This is an optimization exercise on Yosys and OpenROAD, whose aim is small area, not a production implementation.
Only simulation tests tie the RTL to the original design; equivalence was not proved.
Power and IR drop assume default switching activity.

`flow/config.mk`:
```
export PLATFORM = sky130hd
export DESIGN_NAME = matrix_column_loader
export DESIGN_NICKNAME = matrix_column_loader
export VERILOG_FILES = /design/flow/design.v
export SDC_FILE = /design/flow/constraint.sdc
export NUM_CORES = 4
export LEC_CHECK = 0
export CAP_MARGIN = 20
export CORE_MARGIN = 2
export CORE_UTILIZATION = 30
export CTS_BUF_LIST = sky130_fd_sc_hd__clkbuf_8
export CTS_CLUSTER_DIAMETER = 40
export CTS_CLUSTER_SIZE = 16
export SLEW_MARGIN = 20
export SYNTH_HIERARCHICAL = 1
```
`flow/constraint.sdc`:
```
create_clock -name core_clock -period 10.0 [get_ports {clk_i}]
set_input_delay 2.0000 -clock core_clock [delete_from_list [all_inputs] [get_ports {clk_i}]]
set_output_delay 2.0000 -clock core_clock [all_outputs]
set_load 0.01 [all_outputs]
```
`flow/design.v`:
```
module matrix_column_loader #(
   parameter int          COLS       = 32,
   parameter int          MSG_LEN    = 64,
   parameter int unsigned SCROLL_DIV = 200,
   parameter int          SETUP_CYC  = 2,
   parameter int          HOLD_CYC   = 2
) (
   input  logic                  clk_i,
   input  logic                  rst_i,
   input  logic                  msg_we,
   input  logic [5:0]            msg_addr,
   input  logic [15:0]           msg_data,
   input  logic                  enable,
   output logic [4:0]            column_id,
   output logic [15:0]           in_column,
   output logic                  load,
   output logic                  busy,
   output logic                  frame_done,
   output logic [5:0]            offset
);
   localparam int DW = 16;
   localparam int NR = 64;
   logic [5:0]    q;
   logic [2:0]    r;
   logic          act;         
   logic          had;         
   logic [5:0]    offset_q;
   logic [DW-1:0] in_col_q;
   logic [DW-1:0] pf;          
   logic [5:0]    ph;          
   logic          run;         
   logic          ldc;
   logic [5:0]    ent;         
   logic [5:0]    ent_row;     
   logic [5:0]    wr_row;      
   logic          snoop;
   logic          refresh;
   logic [17:0]   pf_sel;
   logic [DW-1:0] pf_d;
   logic [DW-1:0] ring [NR];
   logic [NR-1:0] sel, nsel;
   logic [DW-1:0] wdata_e, wdata_o;
   logic          wr_odd, zclr, clr2;
   logic [4:0]    w1_half;
   assign ldc     = act && (r == 3'd4) && (q == 6'd63 || q < 6'd31);
   assign ent     = offset_q + q + 6'd1;
   assign ent_row = ent + ph;
   assign wr_row  = msg_addr + ph + 6'd1;
   assign snoop   = msg_we && (msg_addr == ent);
   always_ff @(posedge clk_i or posedge rst_i) begin
      if (rst_i) begin
         q        <= 6'd63;
         r        <= 3'd4;
         act      <= 1'b0;
         had      <= 1'b0;
         offset_q <= '0;
         in_col_q <= '0;
         ph       <= '0;
         run      <= 1'b0;
      end else begin
         ph  <= ph + 6'd1;
         run <= 1'b1;
         if (r == 3'd4) begin
            r <= 3'd0;
            q <= (q == 6'd38) ? 6'd63 : q + 6'd1;
         end else begin
            r <= r + 3'd1;
         end
         if (q == 6'd63 && r == 3'd3) act <= enable;
         if (ldc) begin
            in_col_q <= pf;
            had      <= 1'b1;
         end
         if (act && q == 6'd32 && r == 3'd0) offset_q <= offset_q + 6'd1;
      end
   end
   assign refresh = (ent_row[1:0] == 2'd0);
   assign pf_sel[17] = snoop;
   assign pf_sel[16] = ~snoop & ~refresh;
   for (genvar k = 0; k < 16; k++) begin : g_tap_sel
      assign pf_sel[k] = ~snoop & refresh & (ent_row[5:2] == 4'(k));
   end
   for (genvar b = 0; b < DW; b++) begin : g_pf
      logic [17:0] term;
      logic [5:0]  grp_n;
      for (genvar k = 0; k < 16; k++) begin : g_term
         assign term[k] = ring[4*k][b];
      end
      assign term[16] = pf[b];
      assign term[17] = msg_data[b];
      for (genvar g = 0; g < 6; g++) begin : g_grp
         mcl_aoi222 u_aoi (
            .a0(term[3*g]), .s0(pf_sel[3*g]), .a1(term[3*g+1]), .s1(pf_sel[3*g+1]),
            .a2(term[3*g+2]), .s2(pf_sel[3*g+2]), .y(grp_n[g])
         );
      end
      mcl_nand6 u_or (.a(grp_n), .y(pf_d[b]));
   end
   always_ff @(posedge clk_i) pf <= pf_d;
   assign wr_odd  = msg_we && wr_row[0];
   assign zclr    = ~run && ~wr_odd;
   assign wdata_o = msg_data & {DW{~zclr}};
   assign wdata_e = ~msg_data;
   always_ff @(posedge clk_i) w1_half <= wr_row[5:1];
   always_ff @(posedge clk_i or posedge rst_i) begin
      if (rst_i) clr2 <= 1'b0;
      else       clr2 <= ~run && wr_odd;
   end
   generate
      for (genvar j = 0; j < NR; j++) begin : g_row
         logic ws;
         assign ws = msg_we && (wr_row == 6'(j));
         if (j % 2 == 0) begin : g_even
            logic keep2;
            assign keep2   = clr2 && (w1_half == 5'((j / 2) + 31));
            assign sel[j]  = ws | ~run | (clr2 & ~keep2);
            assign nsel[j] = ~ws;
            mcl_row u_row (
               .clk_i(clk_i), .sel(sel[j]), .nsel(nsel[j]), .w(wdata_e),
               .prev(ring[(j+NR-1)%NR]), .q(ring[j])
            );
         end else begin : g_odd
            assign sel[j]  = ws | zclr;
            assign nsel[j] = ~sel[j];
            mcl_row u_row (
               .clk_i(clk_i), .sel(sel[j]), .nsel(nsel[j]), .w(wdata_o),
               .prev(ring[j-1]), .q(ring[j])
            );
         end
      end
   endgenerate
   assign busy       = act && (q < 6'd32 || (q == 6'd32 && r == 3'd0));
   assign load       = act && q < 6'd32 && (r == 3'd2 || r == 3'd3);
   assign frame_done = act && q == 6'd32 && r == 3'd0;
   assign column_id  = (act && q < 6'd32) ? q[4:0] : {5{had}};
   assign in_column  = in_col_q;
   assign offset     = offset_q;
endmodule
module mcl_row (
   input  logic        clk_i,
   input  logic        sel,
   input  logic        nsel,
   input  logic [15:0] w,
   input  logic [15:0] prev,
   output logic [15:0] q
);
   for (genvar b = 0; b < 16; b++) begin : g_bit
      mcl_bit u_bit (
         .clk_i(clk_i), .sel(sel), .nsel(nsel), .w(w[b]), .prev(prev[b]), .q(q[b])
      );
   end
endmodule
module mcl_bit (
   input  logic clk_i,
   input  logic sel,
   input  logic nsel,
   input  logic w,
   input  logic prev,
   output logic q
);
   always_ff @(posedge clk_i) q <= ~((w | nsel) & (prev | sel));
endmodule
module mcl_aoi222 (
   input  logic a0, s0, a1, s1, a2, s2,
   output logic y
);
   assign y = ~((a0 & s0) | (a1 & s1) | (a2 & s2));
endmodule
module mcl_nand6 (
   input  logic [5:0] a,
   output logic       y
);
   assign y = ~(&a);
endmodule
```
`flow/run.sh`:
```
#!/bin/bash
# synth_recipe.tcl (not shown) runs the flow's synth.tcl, then flattens the netlist and writes it again
# the make line also repeats each setting of config.mk as NAME=value (left out here)
make -C /OpenROAD-flow-scripts/flow DESIGN_CONFIG=/design/flow/config.mk WORK_HOME=/design/flow/orfs CLKGATE_MAP_FILE= SYNTH_SCRIPT=/design/flow/synth_recipe.tcl finish
```
==> flow_metrics.env, run 1 <==
export IMPL_synth_nets=2814
export IMPL_critPathCaptureType="flop"
export IMPL_drv_slew=0
export IMPL_cts_buffer_depth=3
export IMPL_synth_simple_area_share=0.0361
export IMPL_die_w_um=335
export IMPL_drt_met1_wl_mm=54.6
export IMPL_place_congestion=1.03
export IMPL_finalSetupViolCount=0
export IMPL_vias_per_cell=5.96
export IMPL_clock_sinks=1086
export IMPL_cp_start_kind="flop"
export IMPL_grt_overflow=0
export IMPL_r2r_cells=15
export IMPL_ff2ff_setup_slack_ns=4.05
export IMPL_ys_seq_elements=1086
export IMPL_syn_to_final_growth_pct=18.1
export IMPL_crit_type="reg -> reg"
export IMPL_cts_resized=0
export IMPL_pre_cts_ws_ns=4.00
export IMPL_layout_setup_ws_ns=4.05
export IMPL_fmaxAchievable_mhz=168
export IMPL_wl_met3_mm=14.5
export IMPL_synth_edff_count=0
export IMPL_yosys_warnings=9
export IMPL_track_usage=0.221
export IMPL_critPathLaunch="q[0]"
export IMPL_die_area_sq_um=112000
export IMPL_r2r_start="q[0]"
export IMPL_grt_pass1_vias=25749
export IMPL_finalHoldViolCount=0
export IMPL_layout_drive_gt1_share=0.143
export IMPL_fin_crit_sh=0.595
export IMPL_routed_wl_mm=129
export IMPL_antenna_found_initial=6
export IMPL_synth_top_family_by_area="compound AO/OA/AOI/OAI gates"
export IMPL_cts_tree="built"
export IMPL_postCtsSetupRepairBufs=0
export IMPL_min_path_cells=1
export IMPL_chipHeight_um=335
export IMPL_nFillCells=10706
export IMPL_finalClockSkew_ns=0.0414
export IMPL_drc=0
export IMPL_status="timing/DRC/antenna clean"
export IMPL_clockRootBuffer="clkbuf_8"
export IMPL_nets=3062
export IMPL_synth_top_area_share=0.636
export IMPL_std_cell_rows=121
export IMPL_ioPinCount=56
export IMPL_synth_xor_area_share=0.0109
export IMPL_vdd_drop_max_mv=0.142
export IMPL_clkLatencyLatePin_ns=0.77
export IMPL_slew_headroom=0.109
export IMPL_wl_met2_mm=52.8
export IMPL_yosys_area_share_adder=0.0106
export IMPL_syn_area_sq_um=32900
export IMPL_cts_made_buffers=113
export IMPL_cts_hold_buf=0
export IMPL_rsz0062_at_grt="no"
export IMPL_routed_top_layer="met5"
export IMPL_required_ns=10.57
export IMPL_grt_pass1_wl_mm=183
export IMPL_synthMuxAreaShare=0.00772
export IMPL_first_pass_iters=10
export IMPL_hpwl_mm=82.5
export IMPL_r2r_end="pf[5]"
export IMPL_fin_setup_tns_ns=0
export IMPL_grt_max_degree=42
export IMPL_synthCells=2762
export IMPL_synth_flop_cell="dfxtp_1"
export IMPL_cp_arrival_ns=6.52
export IMPL_hold_path_class="reg -> reg"
export IMPL_synth_area_per_cell_sq_um=11.9
export IMPL_async_flop_share=0.0378
export IMPL_portBuffers=55
export IMPL_seq_area_frac_synth=0.668
export IMPL_synth_cell_types=54
export IMPL_clkSlewWorstSetupHoldPaths_ns=0.09
export IMPL_synthTopCellsByArea="dfxtp_1 64%, o22ai_1 19%, a222oi_1 2.9%"
export IMPL_hp_start="g_row[61].g_odd.u_row.g_bit[11].u_bit.q"
export IMPL_leakagePower_nw=14.1
export IMPL_maxCapViolCount=0
export IMPL_synth_compound_area_frac=0.258
export IMPL_fin_util=0.357
export IMPL_synth_top_area_cell="dfxtp_1"
export IMPL_core_area_sq_um=109000
export IMPL_initial_utilization=0.302
export IMPL_holdPathEnd="g_row[62].g_even.u_row.g_bit[11].u_bit.q"
export IMPL_powerDensity_nw_per_um2=233
export IMPL_worstPathMaxFanout=16
export IMPL_postRouteAntennaNets=0
export IMPL_num_vias=26961
export IMPL_first_iter_violations=3819
export IMPL_total_power_w=0.00907
export IMPL_period_needed_ns=5.95
export IMPL_h_tree_depth=3
export IMPL_hold_ws_ns=0.389
export IMPL_post_drt_wl_per_cell_um=28.4
export IMPL_worst_pin_slew_ns=1.34
==> cells in the final DEF, fill, tap and decap left out, types with 6 or more instances in the layout <==
master,instances
clkinv_2,9
o211ai_1,24
and4_1,16
clkdlybuf4s50_1,55
inv_6,11
and3_1,6
nand3_1,35
clkinvlp_4,17
o21ai_0,47
o21ai_2,15
nor2_1,20
clkbuf_8,128
nor3_2,8
a21oi_2,18
nand2b_1,7
nand2_1,52
dfrtp_1,34
bufinv_16,11
o211ai_2,8
buf_4,111
a21o_1,10
clkinv_4,10
o22ai_1,1024
ha_1,23
mux2_2,19
dfxtp_1,1045
nor2_4,17
dfstp_2,7
a222oi_1,96
inv_8,6
xor2_1,17
inv_2,16
nor3_1,12
nor2b_1,6
xnor2_1,22
o21ai_1,16
inv_1,27
a21oi_1,28
==> synthesized netlist by cell type, types with 7 or more instances <==
master	number
a21o_1	10
a21oi_1	38
a21oi_2	8
a222oi_1	96
and4_1	16
buf_2	13
clkbuf_1	19
dfrtp_1	34
dfstp_2	7
dfxtp_1	1045
ha_1	23
inv_1	32
mux2_2	19
nand2_1	52
nand2b_1	7
nand3_1	35
nor2_1	37
nor3_1	19
o211ai_1	24
o211ai_2	8
o21ai_0	73
o22ai_1	1024
xnor2_1	22
xor2_1	17
==> final cells by class <==
class | count | area [sq um] | share of cell area
timing repair buffer | 170 | 1410 | 0.0363
tap | 1414 | 1770 | 0.0455
multi-input combinational | 1607 | 10900 | 0.281
inverter | 32 | 120 | 0.00309
antenna | 1 | 2.50 | 0.0000644
sequential | 1086 | 22000 | 0.565
clock inverter | 83 | 903 | 0.0233
clock buffer | 128 | 1760 | 0.0453
==> Yosys stat by module (local to each module, per instance), a selection <==
| module | copies in the design | cells inside | flip-flops and latches | area, sq um |
|---|---|---|---|---|
| matrix_column_loader | 1 | 586 | 62 | 4800 |
| mcl_bit | 1024 | 2 | 1 | 26.3 |
| mcl_nand6 | 16 | 2 | 0 | 13.8 |
| mcl_aoi222 | 96 | 1 | 0 | 10.0 |
==> sequential cells by signal, summed over array words and instances (netlist names) <==
name                              flops
r                                     3
w1_half                               5
act                                   1
pf                                   16
had                                   1
g_row.g_even.u_row.g_bit.u_bit.q    512
q                                     6
ph                                    6
in_col_q                             16
g_row.g_odd.u_row.g_bit.u_bit.q     512
offset_q                              6
clr2                                  1
run                                   1
==> worst max-delay path, stage by stage, from the launching register on <==
cell and delay, ns:
dfstp_2 0.56, inv_1 0.09, ha_1 0.21, inv_1 0.07, fa_1 0.50, fa_1 0.50, a21o_1 0.19, a21oi_1 0.27
xor2_1 0.22, nor2_1 0.09, mux2i_1 0.92, nor3_1 0.12, buf_4 0.26, a222oi_1 1.14, and4_1 0.43, nand3_1 0.18
==> worst max-delay path by stage <==
stage / slack (ns) / end
after floorplan: 5.21 / g_row[49].g_odd.u_row.g_bit[10].u_bit.q
after global placement: 3.98 / g_row[29].g_odd.u_row.g_bit[5].u_bit.q
after detailed placement: 4.00 / g_row[61].g_odd.u_row.g_bit[7].u_bit.q
after CTS: 4.41 / pf[10]
after global routing: 4.08 / pf[2]
final: 4.05 / pf[5]
==> power breakdown <==
group | switching, W | total [W] | internal (W)
clock | 0.00169 | 0.00323 | 0.00153
sequential | 0.000222 | 0.00502 | 0.00480
combinational | 0.000555 | 0.000820 | 0.000265
==> through the flow <==
stage | std cells | area (sq um)
after floorplan | 2762 | 32900
after global placement | 4300 | 36000
after detailed placement | 4304 | 36100
after CTS | 4515 | 38700
after global routing | 4521 | 38800
final | 4521 | 38800
==> layer usage <==
metal,up-vias,track usage
li1,11790,-
met1,13254,0.303
met2,1587,0.313
met3,322,0.0672
met4,8,0.110
met5,-,0
==> cell families (layout without fill, tap and decap cells) <==
group | Yosys count | after routing
flops | 1086 | 1086
mux | 23 | 23
xor+xnor | 40 | 40
fa+ha+maj | 26 | 26
other cells | 1 | 2
buf+inv | 69 | 413
compound gates | 1299 | 1299
simple gates | 218 | 218
==> inputs of run 2 (changes only) <==
--- a/flow/design.v
+++ b/flow/design.v
@@ -40,12 +40,11 @@
    logic [DW-1:0] ring [NR];
    logic [NR-1:0] sel, nsel;
    logic [DW-1:0] wdata_e, wdata_o;
-   logic          wr_odd, zclr, clr2;
-   logic [4:0]    w1_half;
+   logic [5:0]    ph_next;
    assign ldc     = act && (r == 3'd4) && (q == 6'd63 || q < 6'd31);
    assign ent     = offset_q + q + 6'd1;
    assign ent_row = ent + ph;
-   assign wr_row  = msg_addr + ph + 6'd1;
+   assign wr_row  = msg_addr + ph_next;
    assign snoop   = msg_we && (msg_addr == ent);
    always_ff @(posedge clk_i or posedge rst_i) begin
       if (rst_i) begin
@@ -58,7 +57,7 @@
          ph       <= '0;
          run      <= 1'b0;
       end else begin
-         ph  <= ph + 6'd1;
+         ph  <= ph_next;
          run <= 1'b1;
          if (r == 3'd4) begin
             r <= 3'd0;
@@ -97,30 +96,21 @@
       mcl_nand6 u_or (.a(grp_n), .y(pf_d[b]));
    end
    always_ff @(posedge clk_i) pf <= pf_d;
-   assign wr_odd  = msg_we && wr_row[0];
-   assign zclr    = ~run && ~wr_odd;
-   assign wdata_o = msg_data & {DW{~zclr}};
+   assign ph_next = run ? ph + 6'd1 : {4'd0, ~msg_addr[0], msg_addr[0]};
+   assign wdata_o = msg_data & {DW{run}};
    assign wdata_e = ~msg_data;
-   always_ff @(posedge clk_i) w1_half <= wr_row[5:1];
-   always_ff @(posedge clk_i or posedge rst_i) begin
-      if (rst_i) clr2 <= 1'b0;
-      else       clr2 <= ~run && wr_odd;
-   end
    generate
       for (genvar j = 0; j < NR; j++) begin : g_row
          logic ws;
          assign ws = msg_we && (wr_row == 6'(j));
+         assign sel[j] = ws | ~run;
          if (j % 2 == 0) begin : g_even
-            logic keep2;
-            assign keep2   = clr2 && (w1_half == 5'((j / 2) + 31));
-            assign sel[j]  = ws | ~run | (clr2 & ~keep2);
             assign nsel[j] = ~ws;
             mcl_row u_row (
                .clk_i(clk_i), .sel(sel[j]), .nsel(nsel[j]), .w(wdata_e),
                .prev(ring[(j+NR-1)%NR]), .q(ring[j])
             );
          end else begin : g_odd
-            assign sel[j]  = ws | zclr;
             assign nsel[j] = ~sel[j];
             mcl_row u_row (
                .clk_i(clk_i), .sel(sel[j]), .nsel(nsel[j]), .w(wdata_o),
==> flow/flow/run.sh (new file) <==
#!/bin/bash
# Standard ORFS layout; clock tree synthesis adds no dummy balancing loads and builds the
# tree from the given clock buffers and sink clusters. Every step's full output stays in
# orfs/logs; the make output goes to flow_make.log.
set -euo pipefail
export CTS_ARGS="-sink_clustering_enable -repair_clock_nets -dont_use_dummy_load -buf_list {sky130_fd_sc_hd__clkbuf_16} -sink_clustering_size 32 -sink_clustering_max_diameter 60"
bash standard.sh > flow_make.log 2>&1
==> flow/standard.sh (new file) <==
#!/bin/bash
# synth_recipe.tcl (not shown) runs the flow's synth.tcl, then flattens the netlist and writes it again
# the make line also repeats each setting of config.mk as NAME=value (left out here)
make -C /OpenROAD-flow-scripts/flow DESIGN_CONFIG=/design/flow/config.mk WORK_HOME=/design/flow/orfs CLKGATE_MAP_FILE= SYNTH_SCRIPT=/design/flow/synth_recipe.tcl "${@:-finish}"
==> flow/config.mk (replaced) <==
export PLATFORM = sky130hd
export DESIGN_NAME = matrix_column_loader
export DESIGN_NICKNAME = matrix_column_loader
export VERILOG_FILES = /design/flow/design.v
export SDC_FILE = /design/flow/constraint.sdc
export NUM_CORES = 4
export LEC_CHECK = 0
export CAP_MARGIN = 10
export CORE_MARGIN = 2
export CORE_UTILIZATION = 45
export SLEW_MARGIN = 10
export SYNTH_HIERARCHICAL = 1
removed: flow/run.sh
==> run 2 against run 1 <==
  * Still clean on timing, DRC and antenna
  * Area after synthesis down 2.0%
  * Sequential cell count down 6
  * Wire length down 2.3%
  * Final area down 7.5%
  * Via count down 2.5%
  * Sequential power about the same
  * Sequential share of layout area up 4.2 points
  * Critical endpoint is now g_row[18].g_even.u_row.g_bit[2].u_bit.q
  * Largest cell class unchanged
==> flow_metrics.env, run 2 <==
export IMPL_status="timing/DRC/antenna clean"
export IMPL_slew_headroom=0.136
export IMPL_yosys_area_share_adder=0.0112
export IMPL_drv_slew=0
export IMPL_vias_per_cell=6.96
export IMPL_hp_start="g_row[17].g_odd.u_row.g_bit[14].u_bit.q"
export IMPL_core_area_sq_um=71200
export IMPL_multi_input_area_sq_um=10300
export IMPL_maxCapViolCount=0
export IMPL_cp_arrival_ns=6.47
export IMPL_ys_seq_elements=1080
export IMPL_synth_compound_area_frac=0.252
export IMPL_grt_pass1_vias=24977
export IMPL_switchingPower_w=0.00225
export IMPL_hpwl_mm=81.0
export IMPL_first_pass_iters=12
export IMPL_r2r_cells=14
export IMPL_rsz0062_at_grt="no"
export IMPL_crit_type="in -> reg"
export IMPL_critPathLaunch="msg_addr[0]"
export IMPL_nets=2883
export IMPL_synthCells=2672
export IMPL_synth_commonest_cells="1040 x dfxtp_1, 1024 x o22ai_1, 96 x a222oi_1"
export IMPL_syn_to_final_growth_pct=11.5
export IMPL_synth_flop_cell="dfxtp_1"
export IMPL_die_area_sq_um=73800
export IMPL_fin_setup_tns_ns=0
export IMPL_clkSlewWorstSetupHoldPaths_ns=0.11
export IMPL_p_comb_frac=0.114
export IMPL_layout_drive_gt1_share=0.0704
export IMPL_holdPathEnd="g_row[18].g_even.u_row.g_bit[14].u_bit.q"
export IMPL_synth_nets=2725
export IMPL_h_tree_depth=2
export IMPL_postCtsSetupRepairBufs=0
export IMPL_post_drt_wl_per_cell_um=33.2
export IMPL_place_congestion=1.01
export IMPL_critPathCaptureType="flop"
export IMPL_vdd_drop_max_mv=0.153
export IMPL_cts_buffer_depth=3
export IMPL_synth_most_common_cell="dfxtp_1"
export IMPL_hold_path_class="reg -> reg"
export IMPL_crit_chain="clkdlybuf4s50_1, nor2_1, a21oi_1, ha_1, inv_1, fa_1, nor3b_1, and3_1, nand3_1, nand2_1, o22ai_1"
export IMPL_grt_overflow=0
export IMPL_gr_usage_met2=0.457
export IMPL_ff2ff_setup_slack_ns=4.28
export IMPL_p_clk_frac=0.285
export IMPL_ioPinCount=56
export IMPL_syn_area_sq_um=32200
export IMPL_cp_start_kind="input pin"
export IMPL_cts_tree="built"
export IMPL_fin_crit_sh=0.595
export IMPL_grt_max_degree=72
export IMPL_p_int_w=0.00604
export IMPL_power_frac_seq=0.601
export IMPL_num_vias=26298
export IMPL_track_usage=0.330
export IMPL_routed_wl_mm=126
export IMPL_finalSetupViolCount=0
export IMPL_worst_pin_slew_ns=1.30
export IMPL_grt_pass1_wl_mm=179
export IMPL_cpMaxStageDelayCell="nand2_1"
export IMPL_clkLatencyLatePin_ns=0.68
export IMPL_synthMuxAreaShare=0.00788
export IMPL_std_cell_rows=98
export IMPL_synth_simple_area_share=0.0330
export IMPL_postRouteAntennaNets=0
export IMPL_critical_path_top_delay_family="simple AND/OR/NAND/NOR gates"
export IMPL_die_w_um=272
export IMPL_synth_top_family_by_area="compound AO/OA/AOI/OAI gates"
export IMPL_synthTopCellsByArea="dfxtp_1 65%, o22ai_1 20%, a222oi_1 3.0%"
export IMPL_gr_usage_met1=0.479
export IMPL_cts_hold_buf=0
export IMPL_seqCellArea_sq_um=21800
export IMPL_initial_utilization=0.452
export IMPL_grt_busiest_layer="met1"
export IMPL_synth_edff_count=0
export IMPL_r2r_end="pf[2]"
export IMPL_seq_area_frac_synth=0.677
export IMPL_cts_resized=0
export IMPL_synth_cell_types=48
export IMPL_synth_top_area_share=0.646
export IMPL_mostFrequentLayoutCells="1040 x dfxtp_1, 1024 x o22ai_1, 96 x a222oi_1"
export IMPL_portBuffers=55
export IMPL_required_ns=10.52
export IMPL_antenna_found_initial=4
export IMPL_reg_top3="g_row.g_even.u_row.g_bit.u_bit.q (512), g_row.g_odd.u_row.g_bit.u_bit.q (512)"
export IMPL_async_flop_share=0.0370
export IMPL_clock_sinks=1080
export IMPL_final_common_cell="dfxtp_1"
export IMPL_synth_xor_area_share=0.0116
export IMPL_fmaxAchievable_mhz=168
export IMPL_switching_share=0.271
export IMPL_finalClockSkew_ns=0.0770
export IMPL_yosys_warnings=9
export IMPL_r2r_start="q[0]"
export IMPL_drc=0
export IMPL_period_needed_ns=5.95
export IMPL_min_path_cells=1
export IMPL_nFillCells=6251
export IMPL_cts_made_buffers=58
export IMPL_cp_num_buf_inv=2
export IMPL_chipHeight_um=272
export IMPL_total_power_w=0.00829
export IMPL_max_stage_delay_ns=0.77
export IMPL_powerDensity_nw_per_um2=231
export IMPL_clockRootBuffer="clkbuf_16"
export IMPL_first_iter_violations=4527
export IMPL_synth_area_per_cell_sq_um=12.1
export IMPL_synth_top_area_cell="dfxtp_1"
export IMPL_worstPathMaxFanout=17
export IMPL_finalHoldViolCount=0
export IMPL_leakagePower_nw=13.3
export IMPL_use_met3=0.0875
[run 2: kinds of logic (layout without fill, tap and decap cells)]
group / after synthesis / in the layout
compound gates: 1238 / 1238
xor+xnor: 41 / 41
fa+ha+maj: 27 / 27
buf+inv: 57 / 213
flops: 1080 / 1080
mux: 23 / 23
other cells: 1 / 2
simple gates: 205 / 205
[run 2: layout make-up]
cell class | count | area share
sequential | 1080 | 0.607
multi-input combinational | 1535 | 0.286
clock buffer | 58 | 0.0404
tap | 950 | 0.0331
timing repair buffer | 125 | 0.0301
inverter | 30 | 0.00313
antenna | 1 | 0.0000696
[run 2: power by group through the flow]
stage                     Combinational, W  Clock [W]  Sequential, W
after global placement            0.000875          0        0.00507
after floorplan                   0.000534          0        0.00493
after global routing              0.000975    0.00253        0.00501
after CTS                         0.000900    0.00237        0.00498
after detailed placement          0.000894          0        0.00507
final                             0.000944    0.00236        0.00499
[run 2: how the worst max path moves through the flow]
stage	to	slack (ns)	cells after the start
floorplan	g_row[55].g_odd.u_row.g_bit[0].u_bit.q	4.80	14
global placement	g_row[54].g_even.u_row.g_bit[11].u_bit.q	3.55	11
detailed placement	g_row[48].g_even.u_row.g_bit[7].u_bit.q	3.49	11
CTS	g_row[48].g_even.u_row.g_bit[7].u_bit.q	4.11	11
global route	g_row[26].g_even.u_row.g_bit[7].u_bit.q	3.94	11
finish	g_row[18].g_even.u_row.g_bit[2].u_bit.q	4.05	11
[run 2: metrics by stage]
step	cells	cell area, sq um	utilization	hold slack (ns)	setup WS [ns]
2_1_floorplan	2672	32200	-	0.388	4.80
3_3_place_gp	3717	34400	0.483	0.390	3.55
3_5_place_dp	3718	34500	0.484	0.394	3.49
4_1_cts	3776	35900	0.504	0.360	4.11
5_1_grt	3778	35900	0.505	0.381	3.94
6_report	3779	35900	0.505	0.351	4.05
[run 2: metal layers]
| metal | vias to the layer above | part of all wire |
|---|---|---|
| met3 | 329 | 0.13 |
| met5 | - | 0 |
| li1 | 11156 | - |
| met1 | 12899 | 0.42 |
| met2 | 1914 | 0.40 |
| met4 | 0 | 0.053 |
[run 2: modules after synthesis, one instance, submodules excluded, a selection]
| module | cells | copies in the design | cell area, sq um |
|---|---|---|---|
| matrix_column_loader | 496 | 1 | 4150 |
| mcl_aoi222 | 1 | 96 | 10.0 |
| mcl_bit | 2 | 1024 | 26.3 |
| mcl_nand6 | 2 | 16 | 13.8 |
==> inputs of run 3 (changes only) <==
--- a/flow/config.mk
+++ b/flow/config.mk
@@ -5,8 +5,8 @@
 export SDC_FILE = /design/flow/constraint.sdc
 export NUM_CORES = 4
 export LEC_CHECK = 0
-export CAP_MARGIN = 10
+export CAP_MARGIN = 20
 export CORE_MARGIN = 2
-export CORE_UTILIZATION = 45
-export SLEW_MARGIN = 10
+export CORE_UTILIZATION = 30
+export SLEW_MARGIN = 20
 export SYNTH_HIERARCHICAL = 1
==> run 3 against run 2 <==
  * First-iteration DRC count is 24% lower
  * Final area is 1.6% higher
  * Critical path type unchanged
  * Sequential power hardly changed
  * Still clean
  * Worst hold slack better by 0.0053 ns
  * Maximum frequency is 1.9% lower
  * Via count is 3.7% lower
  * Global-route usage is 14 points lower
  * Total power is 1.4% lower
==> flow_metrics.env, run 3 <==
export IMPL_async_flop_share=0.0370
export IMPL_cp_common_cell="o21ai_1"
export IMPL_synth_flop_cell="dfxtp_1"
export IMPL_hpwl_mm=73.5
export IMPL_postRouteAntennaNets=0
export IMPL_yosys_warnings=9
export IMPL_first_pass_iters=14
export IMPL_place_congestion=0.965
export IMPL_use_met3=0.0413
export IMPL_cts_made_buffers=56
export IMPL_antenna_found_initial=10
export IMPL_grt_pass1_vias=23688
export IMPL_vias_per_cell=5.99
export IMPL_worstPathMaxFanout=24
export IMPL_chipHeight_um=332
export IMPL_powerDensity_nw_per_um2=224
export IMPL_cpMaxStageDelayCell="o21ai_1"
export IMPL_finalClockSkew_ns=0.111
export IMPL_syn_area_sq_um=32200
export IMPL_die_w_um=332
export IMPL_period_needed_ns=6.06
export IMPL_hold_path_class="reg -> reg"
export IMPL_rsz0062_at_grt="no"
export IMPL_std_cell_rows=120
export IMPL_gr_usage_met1=0.280
export IMPL_synthCells=2672
export IMPL_fin_crit_sh=0.606
export IMPL_finalHoldViolCount=0
export IMPL_ioPinCount=56
export IMPL_mostFrequentLayoutCells="1040 x dfxtp_1, 1024 x o22ai_1, 96 x a222oi_1"
export IMPL_vdd_drop_max_mv=0.157
export IMPL_routed_wl_mm=110
export IMPL_h_tree_depth=2
export IMPL_fin_setup_tns_ns=0
export IMPL_status="timing/DRC/antenna clean"
export IMPL_cp_num_buf_inv=2
export IMPL_grt_busiest_layer="met1"
export IMPL_synth_top_area_share=0.646
export IMPL_initial_utilization=0.302
export IMPL_cp_arrival_ns=6.53
export IMPL_reg_top3="g_row.g_even.u_row.g_bit.u_bit.q (512), g_row.g_odd.u_row.g_bit.u_bit.q (512)"
export IMPL_cts_buffer_depth=3
export IMPL_clkSlewWorstSetupHoldPaths_ns=0.10
export IMPL_drv_slew=0
export IMPL_fin_cells=4226
export IMPL_clkLatencyLatePin_ns=0.70
export IMPL_place_inst=4162
export IMPL_first_iter_violations=3436
export IMPL_synth_most_common_cell="dfxtp_1"
export IMPL_portBuffers=55
export IMPL_synthTopCellsByArea="dfxtp_1 65%, o22ai_1 20%, a222oi_1 3.0%"
export IMPL_cts_tree="built"
export IMPL_synth_top_area_cell="dfxtp_1"
export IMPL_synth_edff_count=0
export IMPL_maxCapViolCount=0
export IMPL_ys_seq_elements=1080
export IMPL_slew_headroom=0.206
export IMPL_clock_sinks=1080
export IMPL_grt_pass1_wl_mm=162
export IMPL_synth_cell_types=48
export IMPL_critical_path_top_delay_family="compound AO/OA/AOI/OAI gates"
export IMPL_grt_overflow=0
export IMPL_nets=2876
export IMPL_core_area_sq_um=107000
export IMPL_synth_nets=2725
export IMPL_clockRootBuffer="clkbuf_16"
export IMPL_critPathCaptureType="flop"
export IMPL_layout_setup_ws_ns=3.94
export IMPL_finalSetupViolCount=0
export IMPL_crit_type="in -> reg"
export IMPL_post_drt_wl_per_cell_um=26.1
export IMPL_synth_commonest_cells="1040 x dfxtp_1, 1024 x o22ai_1, 96 x a222oi_1"
export IMPL_gr_usage_met2=0.279
export IMPL_seq_area_frac_synth=0.677
export IMPL_track_usage=0.191
export IMPL_grt_max_degree=83
export IMPL_die_area_sq_um=110000
export IMPL_syn_to_final_growth_pct=13.3
export IMPL_worst_pin_slew_ns=1.19
export IMPL_final_common_cell="dfxtp_1"
export IMPL_pre_cts_ws_ns=3.36
export IMPL_fin_util=0.342
export IMPL_synth_area_per_cell_sq_um=12.1
export IMPL_cp_start_kind="input pin"
export IMPL_leakagePower_nw=13.3
export IMPL_total_power_w=0.00818
export IMPL_cts_hold_buf=0
export IMPL_num_vias=25323
export IMPL_cts_resized=0
export IMPL_layout_drive_gt1_share=0.0752
export IMPL_crit_chain="clkdlybuf4s50_1, nor2_1, a21oi_1, ha_1, inv_1, fa_1, nor2b_1, o21ai_1, nand2b_1, xor2_1, nand2b_2, o21ai_1, o22ai_1"
export IMPL_postCtsSetupRepairBufs=0
export IMPL_drc=0
export IMPL_fmaxAchievable_mhz=165
export IMPL_required_ns=10.47
export IMPL_max_stage_delay_ns=1.00
## run 3: cell types whose count changed in the layout (fill, tap and decap cells not counted), moves of 5 or more
cell	delta
o21ai_2	+19
buf_4	-9
clkbuf_4	+5
o21ai_1	-7
o21ai_0	-12
inv_1	+11
clkinv_1	-12
## run 3: path summary, 6_finish.rpt
kind                                                             from                                endpoint  slack (ns)  cells after the start
worst max-delay path                                      msg_addr[0]  g_row[49].g_odd.u_row.g_bit[4].u_bit.q        3.94                     13
worst min-delay path            g_row[7].g_odd.u_row.g_bit[2].u_bit.q  g_row[8].g_even.u_row.g_bit[2].u_bit.q        0.36                      1
worst max register to register                                   q[0]                                   pf[5]        4.57                     15
worst min register to register  g_row[7].g_odd.u_row.g_bit[2].u_bit.q  g_row[8].g_even.u_row.g_bit[2].u_bit.q        0.36                      1
max in group asynchronous                                       rst_i                                     run        7.61                      3
min in group asynchronous                                       rst_i                             in_col_q[0]        1.84                      3
## run 3: cells by family (layout without fill, tap and decap cells)
family                   after synthesis  count (layout)  synth area share
XOR/XNOR                              41              41            0.0116
other                                  1               3          0.000116
AO/OA/AOI/OAI                       1238            1238             0.252
adder cells (fa/ha/maj)               27              27            0.0112
buffers and inverters                 57             206           0.00738
AND/OR/NAND/NOR                      205             205            0.0330
multiplexers                          23              23           0.00788
flip-flops                          1080            1080             0.677
## run 3: routing by layer
metal	wire, um	vias up	share of wire
li1	-	11147	-
met1	49400	12664	0.45
met2	46400	1294	0.42
met3	11000	208	0.10
met4	3390	10	0.031
met5	42	-	0.00038
## run 3: through the flow
stage | hold slack, ns | area [sq um]
after global routing | 0.355 | 36500
after floorplan | 0.388 | 32200
after global placement | 0.389 | 34900
after detailed placement | 0.394 | 35000
after CTS | 0.352 | 36400
final | 0.357 | 36500
## run 3: per-module statistics from Yosys, one instance, submodules excluded, a selection
module / cells / area, sq um / flip-flops and latches
matrix_column_loader: 496 / 4150 / 56
mcl_nand6: 2 / 13.8 / 0
mcl_aoi222: 1 / 10.0 / 0
mcl_bit: 2 / 26.3 / 1
## run 3: cell type report
cell class                      count  area [sq um]
Antenna cell                        2          5.00
Clock buffer                       56          1400
Fill cell                       10538         70200
Inverter                           30           113
Multi-Input combinational cell   1535         10400
Sequential cell                  1080         21800
Tap cell                         1403          1760
Timing Repair Buffer              120          1040
## run 3: power breakdown
part	switching, W	internal (W)	total (W)
registers	0.000234	0.00473	0.00497
clock network	0.00132	0.000993	0.00231
logic	0.000614	0.000282	0.000897
total	0.00217	0.00601	0.00818
==> inputs of run 4 (changes only) <==
==> flow/flow/run.sh (replaced) <==
#!/bin/bash
# Standard ORFS layout, with the smallest buffer on each port; clock tree synthesis adds no dummy balancing loads and builds the
# tree from the given clock buffers and sink clusters. Every step's full output stays in
# orfs/logs; the make output goes to flow_make.log.
set -euo pipefail
export BUFFER_PORTS_ARGS="-buffer_cell sky130_fd_sc_hd__buf_1"
export CTS_ARGS="-sink_clustering_enable -repair_clock_nets -dont_use_dummy_load -buf_list {sky130_fd_sc_hd__clkbuf_16} -sink_clustering_size 32 -sink_clustering_max_diameter 60"
bash standard.sh > flow_make.log 2>&1
==> run 4 against run 3 <==
  * Still clean on timing, DRC and antenna
  * Wire length is 2.6% lower
  * Final cell count shrank 0.24%
  * Critical path depth stayed put
  * Clock power about the same
  * Sequential share of layout area rose by 0.69 points
  * Via count down 1.4%
  * Die area did not move
  * Final area decreased by 1.1%
  * First-iteration DRC count decreased by 4.1%
  * Worst hold slack lost 0.0019 ns
  * Register-to-register slack worse by 0.11 ns
  * Area after synthesis unchanged
==> flow_metrics.env, run 4 <==
export IMPL_status="timing/DRC/antenna clean"
export IMPL_nFillCells=10601
export IMPL_drt_met1_wl_mm=49.0
export IMPL_fmaxAchievable_mhz=168
export IMPL_hold_path_class="reg -> reg"
export IMPL_maxCapViolCount=0
export IMPL_nets=2867
export IMPL_r2r_cells=16
export IMPL_seqCellArea_sq_um=21800
export IMPL_hpwl_mm=71.5
export IMPL_clock_sinks=1080
export IMPL_fin_cells=4216
export IMPL_cts_made_buffers=56
export IMPL_synth_cell_types=48
export IMPL_critPathCaptureType="flop"
export IMPL_yosys_warnings=9
export IMPL_routed_top_layer="met5"
export IMPL_fin_crit_sh=0.595
export IMPL_final_common_cell="dfxtp_1"
export IMPL_reg_top3="g_row.g_even.u_row.g_bit.u_bit.q (512), g_row.g_odd.u_row.g_bit.u_bit.q (512)"
export IMPL_ioPinCount=56
export IMPL_fin_setup_tns_ns=0
export IMPL_powerDensity_nw_per_um2=226
export IMPL_grt_pass1_vias=23384
export IMPL_holdPathEnd="g_row[8].g_even.u_row.g_bit[0].u_bit.q"
export IMPL_rsz0062_at_grt="no"
export IMPL_die_w_um=332
export IMPL_finalSetupViolCount=0
export IMPL_crit_type="in -> reg"
export IMPL_slew_headroom=0.176
export IMPL_initial_utilization=0.302
export IMPL_clockRootBuffer="clkbuf_16"
export IMPL_antenna_found_initial=4
export IMPL_place_congestion=1.00
export IMPL_post_drt_wl_per_cell_um=25.5
export IMPL_synth_flop_cell="dfxtp_1"
export IMPL_synth_edff_count=0
export IMPL_wl_met3_mm=10.0
export IMPL_vdd_drop_max_mv=0.150
export IMPL_required_ns=10.49
export IMPL_first_pass_iters=14
export IMPL_synth_nets=2725
export IMPL_finalClockSkew_ns=0.124
export IMPL_routed_wl_mm=107
export IMPL_ys_seq_elements=1080
export IMPL_clkLatencyLatePin_ns=0.70
export IMPL_vias_per_cell=5.92
export IMPL_cts_resized=0
export IMPL_async_flop_share=0.0370
export IMPL_cp_arrival_ns=6.44
export IMPL_syn_area_sq_um=32200
export IMPL_place_inst=4158
export IMPL_multi_input_area_sq_um=10400
export IMPL_cts_hold_buf=0
export IMPL_grt_pass1_wl_mm=158
export IMPL_ff2ff_setup_slack_ns=4.46
export IMPL_grt_overflow=0
export IMPL_min_path_cells=1
export IMPL_synthTopCellsByArea="dfxtp_1 65%, o22ai_1 20%, a222oi_1 3.0%"
export IMPL_synth_top_area_share=0.646
export IMPL_first_iter_violations=3295
export IMPL_die_area_sq_um=110000
export IMPL_grt_max_degree=71
export IMPL_pre_cts_ws_ns=3.62
export IMPL_synthCells=2672
export IMPL_finalHoldViolCount=0
export IMPL_drc=0
export IMPL_critPathLaunch="msg_addr[0]"
export IMPL_synth_top_area_cell="dfxtp_1"
export IMPL_clkSlewWorstSetupHoldPaths_ns=0.11
export IMPL_total_power_w=0.00815
export IMPL_drv_slew=0
export IMPL_cts_tree="built"
export IMPL_layout_setup_ws_ns=4.05
export IMPL_r2r_end="pf[11]"
export IMPL_syn_to_final_growth_pct=12.0
export IMPL_leakagePower_nw=13.1
export IMPL_hp_start="g_row[7].g_odd.u_row.g_bit[0].u_bit.q"
export IMPL_synth_area_per_cell_sq_um=12.1
export IMPL_synth_most_common_cell="dfxtp_1"
export IMPL_postCtsSetupRepairBufs=0
export IMPL_synth_commonest_cells="1040 x dfxtp_1, 1024 x o22ai_1, 96 x a222oi_1"
export IMPL_fin_util=0.338
export IMPL_chipHeight_um=332
export IMPL_mostFrequentLayoutCells="1040 x dfxtp_1, 1024 x o22ai_1, 96 x a222oi_1"
export IMPL_layout_drive_gt1_share=0.0733
export IMPL_num_vias=24961
export IMPL_wl_met2_mm=45.1
export IMPL_period_needed_ns=5.95
export IMPL_cts_buffer_depth=3
export IMPL_core_area_sq_um=107000
export IMPL_postRouteAntennaNets=0
export IMPL_h_tree_depth=2
export IMPL_cp_start_kind="input pin"
export IMPL_worst_pin_slew_ns=1.24
export IMPL_portBuffers=55
export IMPL_worstPathMaxFanout=24
export IMPL_seq_area_frac_synth=0.677
export IMPL_r2r_start="q[0]"
export IMPL_track_usage=0.186
export IMPL_std_cell_rows=120
==> run 4: cell counts after synthesis <==
Identical to the previous run, type by type.
==> run 4: logic make-up after synthesis <==
logic type               share of synthesized area
AO/OA/AOI/OAI                                0.252
AND/OR/NAND/NOR                             0.0330
XOR/XNOR                                    0.0116
multiplexers                               0.00788
flip-flops                                   0.677
adder cells (fa/ha/maj)                     0.0112
buffers and inverters                      0.00738
other                                     0.000116
==> run 4: area by class of cell <==
class	instances	share of cell area
Clock buffer	56	0.0388
Multi-Input combinational cell	1535	0.287
Inverter	30	0.00312
Timing Repair Buffer	111	0.0174
Tap cell	1403	0.0486
Sequential cell	1080	0.605
Antenna cell	1	0.0000693
==> run 4: through the flow <==
step,hold slack (ns),instance area [sq um]
floorplan,0.388,32200
global placement,0.389,34500
detailed placement,0.394,34600
CTS,0.359,36000
global route,0.365,36100
finish,0.355,36100
==> run 4: power breakdown <==
part           internal (W)  leakage [nW]  switching (W)
clock network      0.000993         0.690        0.00133
logic              0.000274          3.24       0.000598
registers           0.00473          9.21       0.000229
==> run 4: worst max-delay path, stage by stage <==
cell and delay (ns):
buf_1 0.38, nor2_1 0.08, a21oi_1 0.20, ha_1 0.23, inv_1 0.07, fa_1 0.43
nor2b_1 0.14, o21ai_1 0.07, nand2b_1 0.12, xor2_1 0.78, nand2b_2 0.61, o21ai_1 1.05
o22ai_1 0.26
==> run 4: routing by layer <==
layer	vias up	GRT usage
met5	-	0
met4	2	0.0558
met3	184	0.0394
met2	1185	0.272
met1	12436	0.272
li1	11154	-
==> run 4: how the worst max path moves through the flow <==
stage                                                           to  slack [ns]
after floorplan             g_row[55].g_odd.u_row.g_bit[0].u_bit.q        4.80
after global placement     g_row[62].g_even.u_row.g_bit[7].u_bit.q        3.66
after detailed placement   g_row[54].g_even.u_row.g_bit[0].u_bit.q        3.62
after CTS                 g_row[52].g_even.u_row.g_bit[12].u_bit.q        4.31
after global routing      g_row[30].g_even.u_row.g_bit[14].u_bit.q        3.87
final                       g_row[53].g_odd.u_row.g_bit[7].u_bit.q        4.05
==> run 4: per-module statistics from Yosys (local to each module, per instance), a selection <==
| module | area [sq um] | copies in the design |
|---|---|---|
| mcl_nand6 | 13.8 | 16 |
| mcl_aoi222 | 10.0 | 96 |
| matrix_column_loader | 4150 | 1 |
| mcl_bit | 26.3 | 1024 |
==> inputs of run 5 (changes only) <==
--- a/flow/design.v
+++ b/flow/design.v
@@ -41,6 +41,7 @@
    logic [NR-1:0] sel, nsel;
    logic [DW-1:0] wdata_e, wdata_o;
    logic [5:0]    ph_next;
+   logic [7:0]    wr_lo, wr_hi;
    assign ldc     = act && (r == 3'd4) && (q == 6'd63 || q < 6'd31);
    assign ent     = offset_q + q + 6'd1;
    assign ent_row = ent + ph;
@@ -99,19 +100,21 @@
    assign ph_next = run ? ph + 6'd1 : {4'd0, ~msg_addr[0], msg_addr[0]};
    assign wdata_o = msg_data & {DW{run}};
    assign wdata_e = ~msg_data;
+   for (genvar i = 0; i < 8; i++) begin : g_predec
+      assign wr_lo[i] = msg_we && (wr_row[2:0] == 3'(i));
+      assign wr_hi[i] = (wr_row[5:3] == 3'(i));
+   end
    generate
       for (genvar j = 0; j < NR; j++) begin : g_row
-         logic ws;
-         assign ws = msg_we && (wr_row == 6'(j));
-         assign sel[j] = ws | ~run;
+         mcl_rdec #(.ODD(j % 2)) u_dec (
+            .pa(wr_lo[j % 8]), .pb(wr_hi[j / 8]), .run(run), .sel(sel[j]), .nsel(nsel[j])
+         );
          if (j % 2 == 0) begin : g_even
-            assign nsel[j] = ~ws;
             mcl_row u_row (
                .clk_i(clk_i), .sel(sel[j]), .nsel(nsel[j]), .w(wdata_e),
                .prev(ring[(j+NR-1)%NR]), .q(ring[j])
             );
          end else begin : g_odd
-            assign nsel[j] = ~sel[j];
             mcl_row u_row (
                .clk_i(clk_i), .sel(sel[j]), .nsel(nsel[j]), .w(wdata_o),
                .prev(ring[j-1]), .q(ring[j])
@@ -162,3 +165,35 @@
 );
    assign y = ~(&a);
 endmodule
+module mcl_rdec #(
+   parameter bit ODD = 1'b0
+) (
+   input  logic pa,
+   input  logic pb,
+   input  logic run,
+   output logic sel,
+   output logic nsel
+);
+   logic ws_n;
+   mcl_nand2 u_ws (.a(pa), .b(pb), .y(ws_n));
+   if (!ODD) begin : g_even
+      assign nsel = ws_n;
+      mcl_nand2 u_sel (.a(ws_n), .b(run), .y(sel));
+   end else begin : g_odd
+      mcl_nand2 u_sel (.a(ws_n), .b(run), .y(sel));
+      mcl_inv u_nsel (.a(sel), .y(nsel));
+   end
+endmodule
+module mcl_nand2 (
+   input  logic a,
+   input  logic b,
+   output logic y
+);
+   assign y = ~(a & b);
+endmodule
+module mcl_inv (
+   input  logic a,
+   output logic y
+);
+   assign y = ~a;
+endmodule
--- a/flow/config.mk
+++ b/flow/config.mk
@@ -7,6 +7,7 @@
 export LEC_CHECK = 0
 export CAP_MARGIN = 20
 export CORE_MARGIN = 2
-export CORE_UTILIZATION = 30
+export CORE_UTILIZATION = 40
+export PLACE_DENSITY = 0.8
 export SLEW_MARGIN = 20
 export SYNTH_HIERARCHICAL = 1
==> run 5 against run 4 <==
  * Clock-buffer cell count shrank 10
  * Clock skew is 0.0023 ns lower
  * Sequential share of layout area is 2.0 points higher
  * Setup slack improved by 0.24 ns
  * Sequential cell count is the same
  * Final cell count shrank 8.6%
  * Global-route usage is 5.4 points higher
  * Still clean
  * Sequential power barely moved
  * Synthesized cell count is 0.41% lower
  * First-iteration DRC count up 43%
  * Area after synthesis fell by 1.0%
  * Total power is 4.7% lower
==> flow_metrics.env, run 5 <==
export IMPL_status="timing/DRC/antenna clean"
export IMPL_clockRootBuffer="clkbuf_16"
export IMPL_hpwl_mm=65.5
export IMPL_antenna_found_initial=6
export IMPL_crit_type="in -> reg"
export IMPL_synth_area_per_cell_sq_um=12.0
export IMPL_leakagePower_nw=13.2
export IMPL_cp_arrival_ns=6.17
export IMPL_drv_slew=0
export IMPL_grt_pass1_vias=23935
export IMPL_switchingPower_w=0.00199
export IMPL_routed_wl_mm=103
export IMPL_synthTopCellsByArea="dfxtp_1 65%, o22ai_1 20%, a222oi_1 3.0%"
export IMPL_hold_path_class="reg -> reg"
export IMPL_seq_area_frac_synth=0.684
export IMPL_place_congestion=1.05
export IMPL_die_w_um=286
export IMPL_clock_sinks=1080
export IMPL_post_drt_wl_per_cell_um=26.6
export IMPL_clkLatencyLatePin_ns=0.66
export IMPL_vdd_drop_max_mv=0.217
export IMPL_async_flop_share=0.0370
export IMPL_gr_usage_met2=0.338
export IMPL_p_clk_frac=0.269
export IMPL_ys_seq_elements=1080
export IMPL_grt_busiest_layer="met2"
export IMPL_track_usage=0.240
export IMPL_r2r_cells=15
export IMPL_syn_area_sq_um=31900
export IMPL_min_path_cells=1
export IMPL_finalHoldViolCount=0
export IMPL_std_cell_rows=103
export IMPL_portBuffers=55
export IMPL_cts_hold_buf=0
export IMPL_cts_tree="built"
export IMPL_critPathCaptureType="flop"
export IMPL_fin_util=0.442
export IMPL_vias_per_cell=6.65
export IMPL_worstPathMaxFanout=17
export IMPL_postRouteAntennaNets=0
export IMPL_switching_share=0.256
export IMPL_grt_max_degree=49
export IMPL_required_ns=10.46
export IMPL_finalSetupViolCount=0
export IMPL_synth_cell_types=38
export IMPL_mostFrequentLayoutCells="1040 x dfxtp_1, 1024 x o22ai_1, 150 x nand2_1"
export IMPL_fin_crit_sh=0.571
export IMPL_cp_start_kind="input pin"
export IMPL_use_met3=0.0781
export IMPL_synth_edff_count=0
export IMPL_powerDensity_nw_per_um2=223
export IMPL_maxCapViolCount=0
export IMPL_gr_usage_met1=0.329
export IMPL_finalClockSkew_ns=0.122
export IMPL_p_int_w=0.00579
export IMPL_fmaxAchievable_mhz=175
export IMPL_postCtsSetupRepairBufs=0
export IMPL_cts_resized=0
export IMPL_syn_to_final_growth_pct=9.51
export IMPL_period_needed_ns=5.71
export IMPL_rsz0062_at_grt="no"
export IMPL_h_tree_depth=2
export IMPL_power_frac_seq=0.634
export IMPL_synth_top_area_cell="dfxtp_1"
export IMPL_fin_setup_tns_ns=0
export IMPL_nets=2854
export IMPL_p_comb_frac=0.097
export IMPL_worst_pin_slew_ns=1.19
export IMPL_core_area_sq_um=79000
export IMPL_cts_buffer_depth=3
export IMPL_cpMaxStageDelayCell="nand2_1"
export IMPL_nFillCells=7160
export IMPL_synth_most_common_cell="dfxtp_1"
export IMPL_crit_chain="buf_1, nor2_1, a21oi_1, ha_1, inv_1, fa_1, inv_1, a21o_1, a21oi_1, xnor2_1, nand2b_1, nor2_1, nand2_1, nand2_1, o22ai_1"
export IMPL_synth_nets=2713
export IMPL_synth_commonest_cells="1040 x dfxtp_1, 1024 x o22ai_1, 150 x nand2_1"
export IMPL_reg_top3="g_row.g_even.u_row.g_bit.u_bit.q (512), g_row.g_odd.u_row.g_bit.u_bit.q (512)"
export IMPL_clkSlewWorstSetupHoldPaths_ns=0.10
export IMPL_layout_drive_gt1_share=0.0507
export IMPL_yosys_warnings=9
export IMPL_slew_headroom=0.207
export IMPL_synth_top_area_share=0.653
export IMPL_chipHeight_um=286
export IMPL_max_stage_delay_ns=0.69
export IMPL_drc=0
export IMPL_num_vias=25633
export IMPL_die_area_sq_um=82000
export IMPL_grt_pass1_wl_mm=151
export IMPL_ioPinCount=56
export IMPL_initial_utilization=0.404
export IMPL_synthCells=2661
export IMPL_first_iter_violations=4709
export IMPL_final_common_cell="dfxtp_1"
export IMPL_synth_flop_cell="dfxtp_1"
export IMPL_cts_made_buffers=46
export IMPL_grt_overflow=0
export IMPL_first_pass_iters=17
run 5: power groups by stage:
stage | Clock (W) | Combinational (W) | Sequential, W
global placement | 0 | 0.000688 | 0.00500
CTS | 0.00209 | 0.000718 | 0.00492
floorplan | 0 | 0.000461 | 0.00491
global route | 0.00224 | 0.000790 | 0.00495
detailed placement | 0 | 0.000713 | 0.00501
finish | 0.00209 | 0.000754 | 0.00493
run 5: modules after synthesis, one instance, submodules excluded, a selection:
module / times used / flip-flops and latches / cells inside
matrix_column_loader: 1 / 56 / 325
mcl_nand6: 16 / 0 / 2
mcl_bit: 1024 / 1 / 2
mcl_inv: 32 / 0 / 1
mcl_aoi222: 96 / 0 / 1
mcl_nand2: 128 / 0 / 1
run 5: worst max-delay path, delay by kind of cell:
family / cells / cell delay, ns
adder cells (fa/ha/maj): 2 / 0.63
AO/OA/AOI/OAI: 4 / 0.53
buffers and inverters: 3 / 0.30
XOR/XNOR: 1 / 0.51
AND/OR/NAND/NOR: 5 / 2.18
run 5: layout make-up:
| cell class | instances | area, sq um | share of cell area |
|---|---|---|---|
| antenna | 2 | 5.00 | 0.000143 |
| clock buffer | 46 | 1150 | 0.0330 |
| inverter | 64 | 240 | 0.00688 |
| multi-input combinational | 1511 | 9850 | 0.282 |
| sequential | 1080 | 21800 | 0.625 |
| tap | 1050 | 1310 | 0.0376 |
| timing repair buffer | 99 | 537 | 0.0154 |
run 5: logic make-up (layout without fill, tap and decap cells):
family,count (synthesis),after routing,synth area share
other cells,1,3,0.000118
fa+ha+maj,26,26,0.0109
mux,22,22,0.00761
simple gates,270,270,0.0392
flops,1080,1080,0.684
buf+inv,70,209,0.00855
compound gates,1151,1151,0.238
xor+xnor,41,41,0.0113
run 5: final timing paths:
path | start | end | slack (ns)
max in group asynchronous | rst_i | run | 7.59
min reg2reg | g_row[49].g_odd.u_row.g_bit[14].u_bit.q | g_row[50].g_even.u_row.g_bit[14].u_bit.q | 0.36
max reg2reg | q[0] | pf[11] | 4.87
min in group asynchronous | rst_i | in_col_q[7] | 1.57
max | msg_addr[0] | g_row[50].g_even.u_row.g_bit[1].u_bit.q | 4.29
min | g_row[49].g_odd.u_row.g_bit[14].u_bit.q | g_row[50].g_even.u_row.g_bit[14].u_bit.q | 0.36
run 5: per-stage QoR:
stage / hold slack, ns / setup slack, ns / area, sq um / std cells / power (W)
after floorplan: 0.388 / 5.05 / 31900 / 2661 / 0.00537
after global placement: 0.389 / 3.99 / 33800 / 3803 / 0.00569
after detailed placement: 0.394 / 3.87 / 33800 / 3803 / 0.00572
after CTS: 0.365 / 4.48 / 34900 / 3849 / 0.00772
after global routing: 0.373 / 3.91 / 34900 / 3850 / 0.00798
final: 0.365 / 4.29 / 34900 / 3852 / 0.00777
run 5: routing by layer:
metal	vias up	share of wire
met4	6	0.057
met5	-	0.00039
met2	1871	0.40
met1	12407	0.40
met3	392	0.14
li1	10957	-
==> inputs of run 6 (changes only) <==
--- a/flow/config.mk
+++ b/flow/config.mk
@@ -7,7 +7,6 @@
 export LEC_CHECK = 0
 export CAP_MARGIN = 20
 export CORE_MARGIN = 2
-export CORE_UTILIZATION = 40
-export PLACE_DENSITY = 0.8
+export CORE_UTILIZATION = 30
 export SLEW_MARGIN = 20
 export SYNTH_HIERARCHICAL = 1
==> run 6 against run 5 <==
  * Sequential power about the same
  * Final cell count increased by 9.3%
  * Maximum frequency about the same
  * Critical path depth decreased by 2
  * Critical endpoint is now g_row[4].g_even.u_row.g_bit[6].u_bit.q
==> flow_metrics.env, run 6 <==
export IMPL_status="timing/DRC/antenna clean"
export IMPL_core_area_sq_um=105000
export IMPL_crit_type="in -> reg"
export IMPL_grt_pass1_wl_mm=160
export IMPL_synth_cell_types=38
export IMPL_rsz0062_at_grt="no"
export IMPL_cts_hold_buf=0
export IMPL_first_iter_violations=3296
export IMPL_ys_seq_elements=1080
export IMPL_reg_top3="g_row.g_even.u_row.g_bit.u_bit.q (512), g_row.g_odd.u_row.g_bit.u_bit.q (512)"
export IMPL_place_congestion=0.927
export IMPL_fin_setup_tns_ns=0
export IMPL_yosys_warnings=9
export IMPL_first_pass_iters=19
export IMPL_synth_area_per_cell_sq_um=12.0
export IMPL_synth_top_area_share=0.653
export IMPL_period_needed_ns=5.71
export IMPL_fmaxAchievable_mhz=175
export IMPL_synth_nets=2713
export IMPL_cts_made_buffers=57
export IMPL_ff2ff_setup_slack_ns=4.72
export IMPL_drc=0
export IMPL_synth_most_common_cell="dfxtp_1"
export IMPL_mostFrequentLayoutCells="1040 x dfxtp_1, 1024 x o22ai_1, 150 x nand2_1"
export IMPL_num_vias=24979
export IMPL_cp_start_kind="input pin"
export IMPL_maxCapViolCount=0
export IMPL_clock_sinks=1080
export IMPL_clkSlewWorstSetupHoldPaths_ns=0.09
export IMPL_syn_area_sq_um=31900
export IMPL_synth_top_area_cell="dfxtp_1"
export IMPL_leakagePower_nw=13.3
export IMPL_synthCells=2661
export IMPL_h_tree_depth=2
export IMPL_synthTopCellsByArea="dfxtp_1 65%, o22ai_1 20%, a222oi_1 3.0%"
export IMPL_nFillCells=10603
export IMPL_finalClockSkew_ns=0.155
export IMPL_track_usage=0.196
export IMPL_r2r_cells=15
export IMPL_hpwl_mm=70.6
export IMPL_initial_utilization=0.303
export IMPL_drv_slew=0
export IMPL_cts_tree="built"
export IMPL_hp_start="g_row[29].g_odd.u_row.g_bit[13].u_bit.q"
export IMPL_slew_headroom=0.154
export IMPL_hold_path_class="reg -> reg"
export IMPL_postCtsSetupRepairBufs=0
export IMPL_cp_arrival_ns=6.21
export IMPL_max_stage_delay_ns=0.85
export IMPL_cts_buffer_depth=3
export IMPL_fin_crit_sh=0.571
export IMPL_finalHoldViolCount=0
export IMPL_chipHeight_um=330
export IMPL_finalSetupViolCount=0
export IMPL_die_area_sq_um=109000
export IMPL_final_common_cell="dfxtp_1"
export IMPL_nets=2870
export IMPL_multi_input_area_sq_um=9890
export IMPL_design_area_sq_um=35700
export IMPL_min_path_cells=1
export IMPL_antenna_found_initial=7
export IMPL_worst_pin_slew_ns=1.27
export IMPL_vdd_drop_max_mv=0.163
export IMPL_synth_edff_count=0
export IMPL_synth_commonest_cells="1040 x dfxtp_1, 1024 x o22ai_1, 150 x nand2_1"
export IMPL_vias_per_cell=5.93
export IMPL_grt_max_degree=54
export IMPL_r2r_end="pf[8]"
export IMPL_place_inst=4148
export IMPL_clkLatencyLatePin_ns=0.71
export IMPL_async_flop_share=0.0370
export IMPL_cp_num_buf_inv=1
export IMPL_fin_cells=4209
export IMPL_critical_path_top_delay_family="simple AND/OR/NAND/NOR gates"
export IMPL_worstPathMaxFanout=17
export IMPL_seqCellArea_sq_um=21800
export IMPL_std_cell_rows=119
export IMPL_grt_pass1_vias=23449
export IMPL_seq_area_frac_synth=0.684
export IMPL_post_drt_wl_per_cell_um=26.4
export IMPL_required_ns=10.49
export IMPL_clockRootBuffer="clkbuf_16"
export IMPL_crit_chain="buf_1, nor2_1, a21o_1, ha_1, a21o_1, a21oi_1, o21bai_1, a21oi_1, xor2_1, nor3_2, nand2_1, nand2_1, o22ai_1"
export IMPL_powerDensity_nw_per_um2=225
export IMPL_portBuffers=55
export IMPL_die_w_um=330
export IMPL_layout_drive_gt1_share=0.0597
export IMPL_holdPathEnd="g_row[30].g_even.u_row.g_bit[13].u_bit.q"
export IMPL_critPathCaptureType="flop"
export IMPL_ioPinCount=56
export IMPL_cts_resized=0
export IMPL_syn_to_final_growth_pct=11.9
export IMPL_synth_flop_cell="dfxtp_1"
export IMPL_cpMaxStageDelayCell="nor3_2"
export IMPL_grt_overflow=0
export IMPL_r2r_start="q[0]"
export IMPL_postRouteAntennaNets=0
export IMPL_placed_area_sq_um=34200
export IMPL_routed_wl_mm=111
## run 6: changes by cell type in the layout (fill, tap and decap cells not counted), sizes merged
cell,change
buf,+4
clkinv,+12
inv,-12
clkbuf,+12
## run 6: metal layers
layer | up-vias | share of wire | track usage
met3 | 215 | 0.12 | 0.0543
met5 | - | 0.00069 | 0
met1 | 12347 | 0.44 | 0.285
li1 | 11013 | - | -
met4 | 8 | 0.032 | 0.0642
met2 | 1396 | 0.41 | 0.280
## run 6: kinds of logic after synthesis
| family | Yosys count | synth area share |
|---|---|---|
| mux | 22 | 0.00761 |
| buf+inv | 70 | 0.00855 |
| flops | 1080 | 0.684 |
| xor+xnor | 41 | 0.0113 |
| fa+ha+maj | 26 | 0.0109 |
| other cells | 1 | 0.000118 |
| simple gates | 270 | 0.0392 |
| compound gates | 1151 | 0.238 |
## run 6: worst max-delay path by stage
stage                      startpoint                                  endpoint  slack, ns  cells past startpoint
after global routing      msg_addr[0]  g_row[54].g_even.u_row.g_bit[15].u_bit.q       4.08                     15
after global placement    msg_addr[0]   g_row[54].g_even.u_row.g_bit[6].u_bit.q       3.80                     15
final                     msg_addr[0]    g_row[4].g_even.u_row.g_bit[6].u_bit.q       4.29                     13
after detailed placement  msg_addr[0]    g_row[6].g_even.u_row.g_bit[0].u_bit.q       3.80                     13
after floorplan           msg_addr[0]   g_row[32].g_even.u_row.g_bit[0].u_bit.q       5.05                     12
after CTS                 msg_addr[0]    g_row[4].g_even.u_row.g_bit[6].u_bit.q       4.47                     13
## run 6: area by class of cell
cell class,instances,share of cell area
flip-flops and latches,1080,0.612
multi-input cells,1511,0.277
well taps,1391,0.0488
clock buffers,57,0.0400
repair buffers,104,0.0159
inverters,64,0.00673
diodes,2,0.000140
## run 6: Yosys stat by module (local to each module, per instance), a selection
module / cells / area [sq um]
mcl_nand6: 2 / 13.8
mcl_aoi222: 1 / 10.0
mcl_bit: 2 / 26.3
mcl_nand2: 1 / 3.75
mcl_inv: 1 / 3.75
matrix_column_loader: 325 / 3210
## run 6: through the flow
step	setup WS [ns]	hold slack [ns]	utilization	power, W
after floorplan	5.05	0.388	-	0.00537
after global placement	3.80	0.389	0.325	0.00574
after detailed placement	3.80	0.394	0.325	0.00575
after CTS	4.47	0.340	0.338	0.00802
after global routing	4.08	0.362	0.339	0.00828
final	4.29	0.335	0.339	0.00804
## run 6: power by group
| part | leakage, nW | switching, W | total (W) | internal [W] |
|---|---|---|---|---|
| combinational | 3.35 | 0.000513 | 0.000757 | 0.000243 |
| clock | 0.702 | 0.00134 | 0.00235 | 0.00101 |
| sequential | 9.21 | 0.000225 | 0.00494 | 0.00472 |
| total | 13.3 | 0.00208 | 0.00804 | 0.00597 |
## run 6: worst register-to-register path: cells and delay by family, from the launching register on
| family | cells | cell delay (ns) |
|---|---|---|
| AOI/OAI and AO/OA | 3 | 1.46 |
| DFF | 1 | 0.56 |
| and+or+nand+nor | 4 | 0.73 |
| buffers and inverters | 3 | 0.41 |
| muxes | 1 | 0.65 |
| adders and majority gates | 3 | 1.24 |
| xor gates and xnor gates | 1 | 0.20 |

## separate check: timing with driven ports
No port has a modelled driver above. Below, the same layouts with a new extraction and two added sets of constraints.
Step 1, drivers: a clkbuf_16 drives clk_i and a buf_2 each remaining input, both assumed.
Step 2 moves the port delays by t, midway between the first and last clock arrival at a register: inputs arrive t later, outputs are due t later. That takes back most of the time a late clock gives input paths.
Slacks: ideal ports / drivers / drivers and shift; pairs: ideal ports / drivers.
run | t, ns | slack for setup (ns) | worst setup path at the end | slew at the worst register clock pin (ns)
run 1 | 0.816 | 4.050 / 4.050 / 3.692 | input to register | 0.10 / 0.10
run 2 | 0.706 | 4.054 / 4.090 / 3.384 | input to register | 0.12 / 0.12
run 3 | 0.698 | 3.941 / 3.917 / 3.219 | input to register | 0.12 / 0.12
run 4 | 0.699 | 4.050 / 4.066 / 3.368 | input to register | 0.11 / 0.11
run 5 | 0.659 | 4.289 / 4.311 / 3.652 | input to register | 0.12 / 0.12
run 6 | 0.699 | 4.285 / 4.299 / 3.600 | input to register | 0.12 / 0.12
After both steps every run listed still meets setup and hold. For run 3, which loses most, drivers alone change the setup slack by -0.024 ns; drivers and shift together by -0.722 ns.
